From an optimization exercise on the open Yosys and OpenROAD flow, aimed at small area and a short achievable clock period; shortcuts taken in it are not production practice. No functional check of the RTL was part of any run shown here. Power figures rest on the tool's default switching activity, not on a simulated workload.

**flow/run.sh**
```bash
#!/bin/bash
# Standard layout, with the port buffers made from the smallest buffer cell
# instead of the resizer's default pick; every tool's output goes to a log here.
bash standard.sh 'BUFFER_PORTS_ARGS=-buffer_cell sky130_fd_sc_hd__buf_1' finish > standard_run.log 2>&1
```
**standard.sh**
```bash
#!/bin/bash
# synth_recipe.tcl (not shown) runs the flow's synth.tcl, then flattens the netlist and writes it again
# the make line also repeats each setting of config.mk as NAME=value (left out here)
make -C /OpenROAD-flow-scripts/flow DESIGN_CONFIG=/design/flow/config.mk WORK_HOME=/design/flow/orfs CLKGATE_MAP_FILE= SYNTH_SCRIPT=/design/flow/synth_recipe.tcl "${@:-finish}"
```
**config.mk**
```make
export PLATFORM = sky130hd
export DESIGN_NAME = bru_cluster
export DESIGN_NICKNAME = bru_cluster
export VERILOG_FILES = /design/flow/design.v
export SDC_FILE = /design/flow/constraint.sdc
export NUM_CORES = 4
export LEC_CHECK = 0
export CAP_MARGIN = 20
export CORE_AREA = 5 5 265 265
export DIE_AREA = 0 0 270 270
export SETUP_SLACK_MARGIN = 2.3
export SLEW_MARGIN = 20
export SYNTH_HIERARCHICAL = 1
```
**constraint.sdc**
```tcl
create_clock -name core_clock -period 5.0 [get_ports {clk}]
set_input_delay 1.0000 -clock core_clock [delete_from_list [all_inputs] [get_ports {clk}]]
set_output_delay 1.0000 -clock core_clock [all_outputs]
set_load 0.01 [all_outputs]
```
**design.v**
```verilog
package la_isa_pkg;
   localparam int xlen = 32;
   localparam int reg_idx_w = 5;
   localparam int bru_op_w = 4;
   typedef enum logic [bru_op_w-1:0] {
      op_eqz,
      op_nez,
      op_eq,
      op_ne,
      op_lt,
      op_ge,
      op_ltu,
      op_geu,
      op_jr,
      op_bl
   } bru_op_e;
endpackage
package bru_pipe_pkg;
   localparam int xlen      = 32;
   localparam int reg_idx_w = 5;
   localparam int bru_op_w  = 4;
   localparam int num_lanes = 4;
   localparam int lane_idx_w = $clog2(num_lanes);
   typedef struct packed {
      logic                 valid;
      logic [bru_op_w-1:0]  op;
      logic [xlen-1:0]      a;
      logic [xlen-1:0]      b;
      logic [xlen-1:0]      pc;
      logic [xlen-1:0]      offset;
      logic [reg_idx_w-1:0] rd;
   } bru_uop_t;
   typedef struct packed {
      logic                 valid;
      logic                 taken;
      logic [xlen-1:0]      target;
      logic [xlen-1:0]      link_pc;
      logic                 link_wen;
      logic [reg_idx_w-1:0] rd;
   } bru_res_t;
   typedef struct packed {
      logic                 wen;
      logic [reg_idx_w-1:0] rd;
      logic [xlen-1:0]      data;
   } link_wb_t;
   typedef struct packed {
      logic                  valid;
      logic [lane_idx_w-1:0] lane;
      logic [xlen-1:0]       pc;
   } redirect_t;
   localparam int uop_w      = 1 + bru_op_w + 4*xlen + reg_idx_w;
   localparam int res_w      = 1 + 1 + 2*xlen + 1 + reg_idx_w;
   localparam int link_wb_w  = 1 + reg_idx_w + xlen;
   localparam int redirect_w = 1 + lane_idx_w + xlen;
endpackage
module bru_issue_stage (
   input  logic                                                clk,
   input  logic                                                rst_n,
   input  logic [bru_pipe_pkg::num_lanes*bru_pipe_pkg::uop_w-1:0] issue,
   output logic                                                s_found,
   output logic                                                s_link,
   output logic [bru_pipe_pkg::lane_idx_w-1:0]                 s_lane,
   output logic [bru_pipe_pkg::xlen-1:0]                       s_base,
   output logic [bru_pipe_pkg::xlen-3:0]                       s_pc,
   output logic [bru_pipe_pkg::xlen-1:0]                       s_offset,
   output logic [bru_pipe_pkg::reg_idx_w-1:0]                  s_rd
);
   localparam int num_lanes = bru_pipe_pkg::num_lanes;
   localparam int xlen      = bru_pipe_pkg::xlen;
   localparam int reg_idx_w = bru_pipe_pkg::reg_idx_w;
   logic [num_lanes-1:0] taken;
   logic [num_lanes-1:0] is_link;
   logic [num_lanes-1:0] is_jr;
   logic [num_lanes-1:0] first;
   logic [num_lanes-1:0][xlen-1:0]      u_base;
   logic [num_lanes-1:0][xlen-3:0]      u_pc;
   logic [num_lanes-1:0][xlen-1:0]      u_offset;
   logic [num_lanes-1:0][reg_idx_w-1:0] u_rd;
   for (genvar i = 0; i < num_lanes; i++) begin : g_lane
      bru_pipe_pkg::bru_uop_t uop;
      assign uop         = issue[i*bru_pipe_pkg::uop_w +: bru_pipe_pkg::uop_w];
      assign u_base[i]      = is_jr[i] ? uop.a : {uop.pc[xlen-1:2], 2'b00};
      assign u_pc[i]     = uop.pc[xlen-1:2];
      assign u_offset[i] = uop.offset;
      assign u_rd[i]     = uop.rd;
      branch_unit branch_unit_i (
         .uop     (uop),
         .taken   (taken[i]),
         .is_link (is_link[i]),
         .is_jr   (is_jr[i])
      );
   end
   assign first[0] = taken[0];
   assign first[1] = taken[1] & ~taken[0];
   assign first[2] = taken[2] & ~|taken[1:0];
   assign first[3] = taken[3] & ~|taken[2:0];
   logic                  found_d;
   logic                  link_d;
   logic [1:0]            lane_d;
   logic [xlen-1:0]       base_d;
   logic [xlen-3:0]       pc_d;
   logic [xlen-1:0]       offset_d;
   logic [reg_idx_w-1:0]  rd_d;
   assign found_d = |taken;
   assign lane_d  = {first[2] | first[3], first[1] | first[3]};
   always_comb begin
      link_d   = 1'b0;
      base_d      = '0;
      pc_d     = '0;
      offset_d = '0;
      rd_d     = '0;
      for (int i = 0; i < num_lanes; i++) begin
         link_d   = link_d   | (first[i] & is_link[i]);
         base_d      = base_d      | ({xlen{first[i]}} & u_base[i]);
         pc_d     = pc_d     | ({(xlen-2){first[i]}} & u_pc[i]);
         offset_d = offset_d | ({xlen{first[i]}} & u_offset[i]);
         rd_d     = rd_d     | ({reg_idx_w{first[i]}} & u_rd[i]);
      end
   end
   always_ff @(posedge clk) begin
      s_found  <= rst_n & found_d;
      s_link   <= rst_n & link_d;
      s_lane   <= lane_d;
      s_base      <= base_d;
      s_pc     <= pc_d;
      s_offset <= offset_d;
      s_rd     <= rd_d;
   end
endmodule
module branch_unit (
   input  bru_pipe_pkg::bru_uop_t uop,
   output logic                   taken,
   output logic                   is_link,
   output logic                   is_jr
);
   localparam int xlen = bru_pipe_pkg::xlen;
   logic [15:0] n_lt_1;
   logic [15:0] n_eq_1;
   logic [7:0]  lt_2;
   logic [7:0]  eq_2;
   logic [3:0]  n_lt_3;
   logic [3:0]  n_eq_3;
   logic [1:0]  lt_4;
   logic [1:0]  eq_4;
   logic        n_ult;
   logic        n_eq;
   logic [xlen-1:0] lt_0;
   logic [xlen-1:0] eq_0;
   bru_bit_lt bru_bit_lt_i (
      .a  (uop.a),
      .b  (uop.b),
      .lt (lt_0)
   );
   bru_bit_eq bru_bit_eq_i (
      .a  (uop.a),
      .b  (uop.b),
      .eq (eq_0)
   );
   for (genvar j = 0; j < 16; j++) begin : g_l1
      bru_cmp_merge_p bru_cmp_merge_p_i (
         .lt_hi (lt_0[2*j+1]),
         .eq_hi (eq_0[2*j+1]),
         .lt_lo (lt_0[2*j]),
         .eq_lo (eq_0[2*j]),
         .n_lt  (n_lt_1[j]),
         .n_eq  (n_eq_1[j])
      );
   end
   for (genvar j = 0; j < 8; j++) begin : g_l2
      bru_cmp_merge_n bru_cmp_merge_n_i (
         .n_lt_hi (n_lt_1[2*j+1]),
         .n_eq_hi (n_eq_1[2*j+1]),
         .n_lt_lo (n_lt_1[2*j]),
         .n_eq_lo (n_eq_1[2*j]),
         .lt      (lt_2[j]),
         .eq      (eq_2[j])
      );
   end
   for (genvar j = 0; j < 4; j++) begin : g_l3
      bru_cmp_merge_p bru_cmp_merge_p_i (
         .lt_hi (lt_2[2*j+1]),
         .eq_hi (eq_2[2*j+1]),
         .lt_lo (lt_2[2*j]),
         .eq_lo (eq_2[2*j]),
         .n_lt  (n_lt_3[j]),
         .n_eq  (n_eq_3[j])
      );
   end
   for (genvar j = 0; j < 2; j++) begin : g_l4
      bru_cmp_merge_n bru_cmp_merge_n_i (
         .n_lt_hi (n_lt_3[2*j+1]),
         .n_eq_hi (n_eq_3[2*j+1]),
         .n_lt_lo (n_lt_3[2*j]),
         .n_eq_lo (n_eq_3[2*j]),
         .lt      (lt_4[j]),
         .eq      (eq_4[j])
      );
   end
   bru_cmp_merge_p bru_cmp_merge_p_top (
      .lt_hi (lt_4[1]),
      .eq_hi (eq_4[1]),
      .lt_lo (lt_4[0]),
      .eq_lo (eq_4[0]),
      .n_lt  (n_ult),
      .n_eq  (n_eq)
   );
   logic cond_eqz;
   logic sign_split;
   logic k_early;
   logic p_eq;
   logic p_ne;
   logic p_lt;
   logic p_ge;
   assign cond_eqz   = ~|uop.a;
   assign sign_split = ~uop.op[1] & (uop.a[xlen-1] ^ uop.b[xlen-1]);
   assign k_early = uop.valid & (uop.op[3]
                  | (~uop.op[2] & ~uop.op[1] & (uop.op[0] ^ cond_eqz))
                  | (uop.op[2] & sign_split & (uop.op[0] ^ uop.a[xlen-1])));
   assign p_eq    = uop.valid & ~uop.op[3] & ~uop.op[2] & uop.op[1] & ~uop.op[0];
   assign p_ne    = uop.valid & ~uop.op[3] & ~uop.op[2] & uop.op[1] & uop.op[0];
   assign p_lt    = uop.valid & ~uop.op[3] & uop.op[2] & ~sign_split & ~uop.op[0];
   assign p_ge    = uop.valid & ~uop.op[3] & uop.op[2] & ~sign_split & uop.op[0];
   bru_taken bru_taken_i (
      .k_early (k_early),
      .p_eq    (p_eq),
      .p_ne    (p_ne),
      .p_lt    (p_lt),
      .p_ge    (p_ge),
      .n_ult   (n_ult),
      .n_eq    (n_eq),
      .taken   (taken)
   );
   assign is_link = uop.op[3:1] == 3'b100;
   assign is_jr   = uop.op == 4'b1000;
endmodule
module bru_bit_lt (
   input  logic [bru_pipe_pkg::xlen-1:0] a,
   input  logic [bru_pipe_pkg::xlen-1:0] b,
   output logic [bru_pipe_pkg::xlen-1:0] lt
);
   assign lt = ~a & b;
endmodule
module bru_bit_eq (
   input  logic [bru_pipe_pkg::xlen-1:0] a,
   input  logic [bru_pipe_pkg::xlen-1:0] b,
   output logic [bru_pipe_pkg::xlen-1:0] eq
);
   assign eq = ~(a ^ b);
endmodule
module bru_cmp_merge_n (
   input  logic n_lt_hi,
   input  logic n_eq_hi,
   input  logic n_lt_lo,
   input  logic n_eq_lo,
   output logic lt,
   output logic eq
);
   assign lt = ~(n_lt_hi & (n_eq_hi | n_lt_lo));
   assign eq = ~(n_eq_hi | n_eq_lo);
endmodule
module bru_cmp_merge_p (
   input  logic lt_hi,
   input  logic eq_hi,
   input  logic lt_lo,
   input  logic eq_lo,
   output logic n_lt,
   output logic n_eq
);
   assign n_lt = ~(lt_hi | (eq_hi & lt_lo));
   assign n_eq = ~(eq_hi & eq_lo);
endmodule
module bru_taken (
   input  logic k_early,
   input  logic p_eq,
   input  logic p_ne,
   input  logic p_lt,
   input  logic p_ge,
   input  logic n_ult,
   input  logic n_eq,
   output logic taken
);
   assign taken = k_early
                | (p_eq & ~n_eq) | (p_ne & n_eq)
                | (p_lt & ~n_ult) | (p_ge & n_ult);
endmodule
module bru_redirect_select (
   input  logic                                                    clk,
   input  logic                                                    rst_n,
   input  logic                                                    s_found,
   input  logic                                                    s_link,
   input  logic [bru_pipe_pkg::lane_idx_w-1:0]                     s_lane,
   input  logic [bru_pipe_pkg::xlen-1:0]                           s_base,
   input  logic [bru_pipe_pkg::xlen-3:0]                           s_pc,
   input  logic [bru_pipe_pkg::xlen-1:0]                           s_offset,
   input  logic [bru_pipe_pkg::reg_idx_w-1:0]                      s_rd,
   output logic [bru_pipe_pkg::redirect_w-1:0]                        redirect,
   output logic [bru_pipe_pkg::num_lanes*bru_pipe_pkg::link_wb_w-1:0] link_wb
);
   localparam int num_lanes = bru_pipe_pkg::num_lanes;
   localparam int xlen      = bru_pipe_pkg::xlen;
   localparam int link_wb_w = bru_pipe_pkg::link_wb_w;
   logic [xlen-1:0] base;
   logic [xlen-1:0] target;
   logic [xlen-3:0] link_pc;
   logic            red_en;
   logic            link_en;
   assign base    = s_base;
   assign target  = base + s_offset;
   assign link_pc = s_pc + (xlen-2)'(1);
   assign red_en  = rst_n & s_found;
   assign link_en = rst_n & s_link;
   always_ff @(posedge clk) begin
      redirect <= red_en ? {1'b1, s_lane, target} : '0;
      for (int i = 0; i < num_lanes; i++) begin
         link_wb[i*link_wb_w +: link_wb_w] <= (link_en && s_lane == i)
                                              ? {1'b1, s_rd, link_pc, 2'b00} : '0;
      end
   end
endmodule
module bru_cluster (
   input  logic                                                    clk,
   input  logic                                                    rst_n,
   input  logic [bru_pipe_pkg::num_lanes*bru_pipe_pkg::uop_w-1:0]     issue,
   output logic [bru_pipe_pkg::redirect_w-1:0]                        redirect,
   output logic [bru_pipe_pkg::num_lanes*bru_pipe_pkg::link_wb_w-1:0] link_wb
);
   logic                                   s_found;
   logic                                   s_link;
   logic [bru_pipe_pkg::lane_idx_w-1:0]    s_lane;
   logic [bru_pipe_pkg::xlen-1:0]          s_base;
   logic [bru_pipe_pkg::xlen-3:0]          s_pc;
   logic [bru_pipe_pkg::xlen-1:0]          s_offset;
   logic [bru_pipe_pkg::reg_idx_w-1:0]     s_rd;
   bru_issue_stage bru_issue_stage_i (
      .clk      (clk),
      .rst_n    (rst_n),
      .issue    (issue),
      .s_found  (s_found),
      .s_link   (s_link),
      .s_lane   (s_lane),
      .s_base      (s_base),
      .s_pc     (s_pc),
      .s_offset (s_offset),
      .s_rd     (s_rd)
   );
   bru_redirect_select bru_redirect_select_i (
      .clk      (clk),
      .rst_n    (rst_n),
      .s_found  (s_found),
      .s_link   (s_link),
      .s_lane   (s_lane),
      .s_base      (s_base),
      .s_pc     (s_pc),
      .s_offset (s_offset),
      .s_rd     (s_rd),
      .redirect (redirect),
      .link_wb  (link_wb)
   );
endmodule
```
==> results.tsv, run 1 <==
metric	value	unit
outcome	complete, no violations	
cts_hold_buffers	0	
drtIter0Drc	1732	
timing.fmax	331	MHz
avgSynthCellArea	9.22	um2
synth_xor_area_share	8.98	%
r2r-end	bru_redirect_select_i.link_wb[97]$_SDFF_PN0_	
dpl_cell_area	0.0219	mm2
gp_congestion	0.951	
die_area	0.0729	mm2
synth_top_family_by_area	simple AND/OR/NAND/NOR gates	
drc	0	
initial_utilization	26.7	%
clock_latency	0.60	ns
num_rows	95	
ys.flop_type	dfxtp_1	
dr.max_layer_used	met5	
clkSlewWorstSetupHoldPaths	0.07	ns
syn_area	0.0179	mm2
rsz0062_at_grt	true	
cts_max_path_buffers	3	
ys_async_sr_fraction	0	%
htreeDepth	1	
die_w	270	um
fin_skew	0.0197	ns
cts_root_buf	clkbuf_16	
cts_tree	yes	
final_nets	3325	
io_pins	741	
fin_cells	3639	
cp_data_required_time	5.45	ns
critPathKind	in -> reg	
die_h	270	um
io_buffers	724	
ys_seq_elements	282	
p_leak	9.94	nW
drt-total-wl	98.2	mm
ir_drop	0.244	mV
placed_cells	3490	
dp_slack	0.554	ns
ys_warn_count	8	
hp-class	reg -> reg	
ant_nets	0	
synth_seq_area_share	31.5	%
hold_path_end	bru_redirect_select_i.link_wb[112]$_SDFF_PN0_	
power.density	297	mW/mm2
r2r_cells	5	
start_kind	primary input	
dr_wl_met2	46.5	mm
drt-met1-wl	38.5	mm
wl_per_cell	27.0	um
synth-adder-area-share	2.34	%
post-route-min-period	3.02	ns
gr-usage-all-layers	24.7	%
fin_util	40.0	%
whs_path_depth	1	
path_max_fanout	50	
max_slew.worst_pin.slew	1.07	ns
syn2layout_area_growth	49.5	%
cap_viol_max_count	0	
fin_crit_sh	60.4	%
synthSimpleGateAreaFrac	25.2	%
avgViaCountPerCell	5.20	
drv_slew	0	
synth.distinct_cells	64	
grt.overflow.total	0	
drive_above_1_share	34.3	%
design_area	0.0268	mm2
synth_compound_area_share	21.0	%
tns	0	ns
max_slew_margin	29.0	%
grt_pass1_vias	18322	
dp_hpwl	75.4	mm
r2r-start	bru_issue_stage_i.s_pc[7]$_DFF_P_	
finalSetupViolations	0	
power	7.96	mW
met3_length	9.82	mm
grt_max_degree	51	
hold_viol_final	0	
clkSinkCount	282	
vias	18913	
fin_ws	1.98	ns
dr.pass1.iters	5	
cts_buffers	31	
synth-edff-count	0	
whs	0.545	ns
antenna_found_initial	9	
hp-start	bru_issue_stage_i.s_rd[4]$_DFF_P_	
muxShareOfSynthArea	7.61	%
coreArea	0.0672	mm2
grt_first_pass_wirelength	132	mm
critPathCaptureType	register	
rrSetupSlack	2.42	ns
fill_cells	6740	
synthCells	1947	
arrival	3.47	ns
-- per-module statistics from Yosys (local to each module, per instance), excerpt --
module | cells inside | flops+latches | copies in the design
bru_taken | 3 | 0 | 4
bru_issue_stage | 576 | 103 | 1
bru_bit_eq | 32 | 0 | 4
branch_unit | 30 | 0 | 4
bru_cmp_merge_p | 2 | 0 | 84
bru_cmp_merge_n | 2 | 0 | 40
bru_redirect_select | 735 | 179 | 1
bru_bit_lt | 32 | 0 | 4
-- worst max-delay path: stages --
cell       delay [ns]
clkbuf_4         0.17
nor4_2           0.32
nand4_1          0.22
o2111ai_1        0.24
nand3_1          0.09
nand3b_1         0.17
buf_6            0.15
buf_4            0.14
buf_16           0.20
and3_1           0.19
a41oi_1          0.36
nand3_2          0.17
-- synth_stat cells (all sizes together), types with 7 or more instances --
library cell	number	share of area [%]
dfxtp	282	31
buf	49	1.8
mux2i	69	3.8
o211ai	8	0.33
nand4	25	0.91
inv	20	0.42
o21ai	129	4.4
nor2b	134	10
a21oi	124	5.2
and4b	9	0.50
nand2b	8	0.28
a211oi	7	0.29
a21o	15	0.63
nand2	119	2.5
nor4	34	1.7
mux2	60	3.8
ha	32	2.2
nor3	13	0.43
or3	8	0.31
a22oi	165	6.9
o221ai	30	1.5
o21a	10	0.42
clkbuf	55	1.2
nand3b	10	0.42
xor2	25	1.2
and3	20	0.70
xnor2	159	7.8
nand3	33	0.95
nor2	217	4.5
and2	30	1.0
-- per-layer routing --
layer  vias up  track usage (%)
met5         -                0
met4         6             6.86
met3       188             6.78
met2      1083             42.1
met1      9016             30.6
li1       8620                -
-- state kept, by name, indices dropped and copies added, names as in the netlist --
signal	cells
bru_redirect_select_i.link_wb	144
bru_issue_stage_i.s_found	1
bru_issue_stage_i.s_base	32
bru_issue_stage_i.s_offset	32
bru_issue_stage_i.s_link	1
bru_issue_stage_i.s_pc	30
bru_issue_stage_i.s_lane	2
bru_redirect_select_i.redirect	35
bru_issue_stage_i.s_rd	5
-- area by class of cell --
type	instances	area (um2)	area share [%]
inverters	20	75.1	0.280
clock inverters	19	267	0.993
multi-input cells	1548	13800	51.6
repair buffers	855	5050	18.8
clock buffers	38	862	3.21
diodes	4	10.0	0.0373
well taps	873	1090	4.07
flip-flops and latches	282	5650	21.0
-- cells in the final DEF, fill, tap and decap left out, types with 25 or more instances in the layout --
master / count
buf_1: 563
dfxtp_1: 282
nor2_1: 187
nor2b_4: 130
nand2_1: 97
xnor2_1: 95
a22oi_1: 88
buf_4: 87
a21oi_2: 80
a22oi_2: 77
buf_2: 71
mux2i_1: 69
buf_6: 60
o21ai_1: 53
mux2_2: 48
o21ai_2: 47
a21oi_1: 39
clkbuf_16: 37
xnor2_2: 33
ha_1: 32
xnor2_4: 31
and2_1: 30
nand3_1: 26
o21ai_0: 25
xor2_1: 25
-- timing repair --
action / CTS / global route
resized for setup: 447 / 245
pin swaps: 79 / 109
buffers inserted: 52 / 14
cloned: 15 / 7
endpoints found under the setup margin: 115 / 108
-- power by group --
group	total [mW]	leakage [nW]	switching [mW]	internal, mW
Combinational	2.80	7.09	1.59	1.21
Sequential	2.65	2.31	0.206	2.44
Clock	2.52	0.539	1.02	1.49
-- cell families (layout without fill, tap and decap cells) --
| family | Yosys count | count (layout) |
|---|---|---|
| simple gates | 677 | 677 |
| compound gates | 517 | 517 |
| buf+inv | 124 | 932 |
| mux | 129 | 129 |
| fa+ha+maj | 33 | 33 |
| other cells | 1 | 12 |
| xor+xnor | 184 | 184 |
| flops | 282 | 282 |
-- worst max-delay path by stage --
stage	startpoint	to	slack, ns	cells past startpoint
6_report	issue[112]	bru_issue_stage_i.s_base[0]$_DFF_P_	1.98	12
5_1_grt	issue[214]	bru_issue_stage_i.s_offset[28]$_DFF_P_	1.88	18
4_1_cts	issue[378]	bru_issue_stage_i.s_pc[28]$_DFF_P_	2.07	17
3_5_place_dp	issue[102]	bru_issue_stage_i.s_base[18]$_DFF_P_	0.55	14
3_3_place_gp	issue[102]	bru_issue_stage_i.s_base[18]$_DFF_P_	0.56	14
2_1_floorplan	issue[394]	bru_issue_stage_i.s_offset[16]$_DFF_P_	2.00	14
==> run 2: changes to the inputs <==
--- a/config.mk
+++ b/config.mk
@@ -8,6 +8,6 @@
 export CAP_MARGIN = 20
 export CORE_AREA = 5 5 265 265
 export DIE_AREA = 0 0 270 270
-export SETUP_SLACK_MARGIN = 2.3
+export SETUP_SLACK_MARGIN = 2.0
 export SLEW_MARGIN = 20
 export SYNTH_HIERARCHICAL = 1
==> results.tsv, run 2 <==
metric	value	unit
outcome	complete, no violations	
p_leak	9.20	nW
drtIter0Drc	1388	
drt-total-wl	94.6	mm
cts_root_buf	clkbuf_16	
ys_async_sr_fraction	0	%
max_slew_margin	34.6	%
power_frac_comb	32.8	%
hold_viol_final	0	
syn2layout_area_growth	40.2	%
antenna_found_initial	11	
avgViaCountPerCell	5.14	
timing.fmax	312	MHz
die_w	270	um
initial_utilization	26.7	%
die_area	0.0729	mm2
arrival	3.59	ns
final_cell_mix	600 x buf_1, 282 x dfxtp_1, 196 x nor2_1	
io_pins	741	
fin_cells	3606	
final_nets	3285	
dr.pass1.iters	5	
drc	0	
post-route-min-period	3.20	ns
rsz0062_at_grt	true	
cts_buffers	35	
ant_nets	0	
switching_share	36.0	%
cap_viol_max_count	0	
htreeDepth	2	
cts_tree	yes	
path_max_fanout	6	
largestRegisters	bru_redirect_select_i.link_wb: 144 flops, bru_redirect_select_i.redirect: 35 flops	
fill_cells	6940	
ys_warn_count	8	
synth_common_cells	282 x dfxtp_1, 217 x nor2_1, 165 x a22oi_1, 159 x xnor2_1, 128 x nor2b_4	
clkSlewWorstSetupHoldPaths	0.07	ns
clock_latency	0.55	ns
vias	18534	
p_sw	2.77	mW
power.density	306	mW/mm2
synth_area_leaders	dfxtp_1 31%, nor2b_4 9.8%, xnor2_1 7.8%	
hp-class	reg -> reg	
clkSinkCount	282	
gr-usage-all-layers	23.7	%
grt_first_pass_wirelength	127	mm
grt_pass1_vias	17718	
tns	0	ns
cp_data_required_time	5.39	ns
synth.distinct_cells	64	
post-synth-top-count-cell	dfxtp_1	
placed_cells	3486	
io_buffers	724	
p_int	4.92	mW
syn_area	0.0179	mm2
wl_per_cell	26.2	um
grt_max_degree	62	
p_seq_share	34.5	%
max_slew.worst_pin.slew	0.975	ns
synth_top_area_share	31.5	%
grt.overflow.total	0	
cts_max_path_buffers	3	
drive_above_1_share	28.8	%
start_kind	primary input	
dp_hpwl	75.5	mm
ys.flop_type	dfxtp_1	
largest_register_ffs	144	
fin_skew	0.0282	ns
yosysTopAreaCell	dfxtp_1	
finalSetupViolations	0	
critPathKind	in -> reg	
drv_slew	0	
cts_hold_buffers	0	
largest-register	bru_redirect_select_i.link_wb	
synth-edff-count	0	
die_h	270	um
synth_seq_area_share	31.5	%
avgSynthCellArea	9.22	um2
ys_seq_elements	282	
gp_congestion	0.968	
synthCells	1947	
critPathCaptureType	register	
num_rows	95	
fin_crit_sh	64.0	%
coreArea	0.0672	mm2
clkPwrFrac	32.7	%
layout_commonest_cell	buf_1	
ir_drop	0.190	mV
## run 2: cell counts after synthesis
No cell type changed its count.
## run 2: cell families (layout without fill, tap and decap cells)
group	count (synthesis)	count (layout)	share of synthesized area (%)
flip-flops	282	282	31.5
AND/OR/NAND/NOR	677	677	25.2
AO/OA/AOI/OAI	517	517	21.0
XOR/XNOR	184	184	8.98
multiplexers	129	129	7.61
other	1	16	0.0209
adder cells (fa/ha/maj)	33	33	2.34
buffers and inverters	124	895	3.37
## run 2: path summary, 6_finish.rpt
kind / from / to / slack [ns] / cells after the start
setup / recovery: issue[516] / bru_issue_stage_i.s_pc[24]$_DFF_P_ / 1.80 / 17
hold / removal: bru_issue_stage_i.s_lane[0]$_DFF_P_ / bru_redirect_select_i.redirect[32]$_SDFF_PN0_ / 0.54 / 2
setup reg to reg: bru_issue_stage_i.s_base[0]$_DFF_P_ / bru_redirect_select_i.redirect[24]$_SDFF_PN0_ / 2.22 / 9
hold reg to reg: bru_issue_stage_i.s_lane[0]$_DFF_P_ / bru_redirect_select_i.redirect[32]$_SDFF_PN0_ / 0.54 / 2
## run 2: power by group through the flow
stage	Clock (mW)	Sequential, mW	Combinational, mW
floorplan	0	2.59	1.33
global placement	0	2.71	2.14
detailed placement	0	2.71	2.15
CTS	2.58	2.66	2.28
global route	2.67	2.67	2.71
finish	2.51	2.65	2.52
## run 2: per-stage QoR
| step | utilization [%] | total power [mW] | instance area, um2 | hold WS (ns) | setup slack, ns |
|---|---|---|---|---|---|
| 2_1_floorplan | - | 3.92 | 18100 | 0.450 | 2.00 |
| 3_3_place_gp | 32.4 | 4.85 | 21800 | 0.543 | 0.703 |
| 3_5_place_dp | 32.4 | 4.86 | 21800 | 0.549 | 0.714 |
| 4_1_cts | 35.2 | 7.52 | 23600 | 0.564 | 1.92 |
| 5_1_grt | 37.4 | 8.05 | 25100 | 0.577 | 1.79 |
| 6_report | 37.5 | 7.69 | 25200 | 0.543 | 1.80 |
## run 2: what timing repair did
action / in CTS / in global routing
setup endpoints to repair: 103 / 101
pin swaps: 15 / 123
setup buffers: 16 / 17
resized for setup: 168 / 299
gates cloned: 6 / 9
## run 2: metal layers
metal / vias to the layer above / GRT usage (%) / routed length (um)
met4: 4 / 7.49 / 3600
met3: 186 / 6.33 / 8860
li1: 8526 / - / -
met5: - / 0 / 26
met1: 8769 / 29.4 / 37400
met2: 1049 / 40.3 / 44600
## run 2: per-module statistics from Yosys (local to each module, per instance), a selection
module	flops+latches	area (um2)
bru_taken	0	27.5
bru_bit_eq	0	280
bru_cmp_merge_p	0	12.5
bru_cmp_merge_n	0	12.5
bru_redirect_select	179	6850
bru_issue_stage	103	5690
## run 2: worst max-delay path: stages
cell and delay, ns:
buf_6 0.10, buf_8 0.13, xnor2_4 0.15, a21oi_4 0.25, o21ai_2 0.10, a21oi_2 0.18, o21ai_4 0.14, a21oi_2 0.16
mux2i_1 0.19, nand3b_1 0.20, nor4b_4 0.20, buf_4 0.13, buf_6 0.12, buf_6 0.12, buf_16 0.15, a22oi_2 0.14
o21ai_1 0.10
## run 2: final cells by class
type / count / area, um2 / share of cell area, %
antenna: 8 / 20.0 / 0.0796
timing repair buffer: 811 / 4120 / 16.4
inverter: 20 / 75.1 / 0.298
sequential: 282 / 5650 / 22.4
clock inverter: 13 / 106 / 0.423
multi-input combinational: 1548 / 13100 / 52.0
tap: 873 / 1090 / 4.34
clock buffer: 51 / 1020 / 4.04

==> afterwards: timing with drivers on the ports <==
How much do the figures lean on ideal ports? The routed layouts below were timed once more, with nothing changed but the port constraints.
Step 1: set_driving_cell puts a clkbuf_16 on clk and a buf_2 on each other input, an assumption about the parent block.
Step 2 also shifts input and output timing later by t, the mid clock arrival at the registers, as if the neighbouring blocks saw the same clock.
Slacks: no drivers / after step 1 / after step 2; pairs: no drivers / after step 1.
run | t (ns) | slack for setup (ns) | worst setup path after step 2 | clock arrival spread, ns | cell pins on the clock port's net
run 1 | 0.642 | 1.981 / 1.996 / 1.354 | input to register | 0.022 / 0.022 | 1
run 2 | 0.594 | 1.800 / 1.748 / 1.154 | input to register | 0.032 / 0.032 | 1
After both steps every run listed still meets setup and hold. For run 2, which loses most, drivers alone change the setup slack by -0.052 ns; drivers and shift together by -0.646 ns.
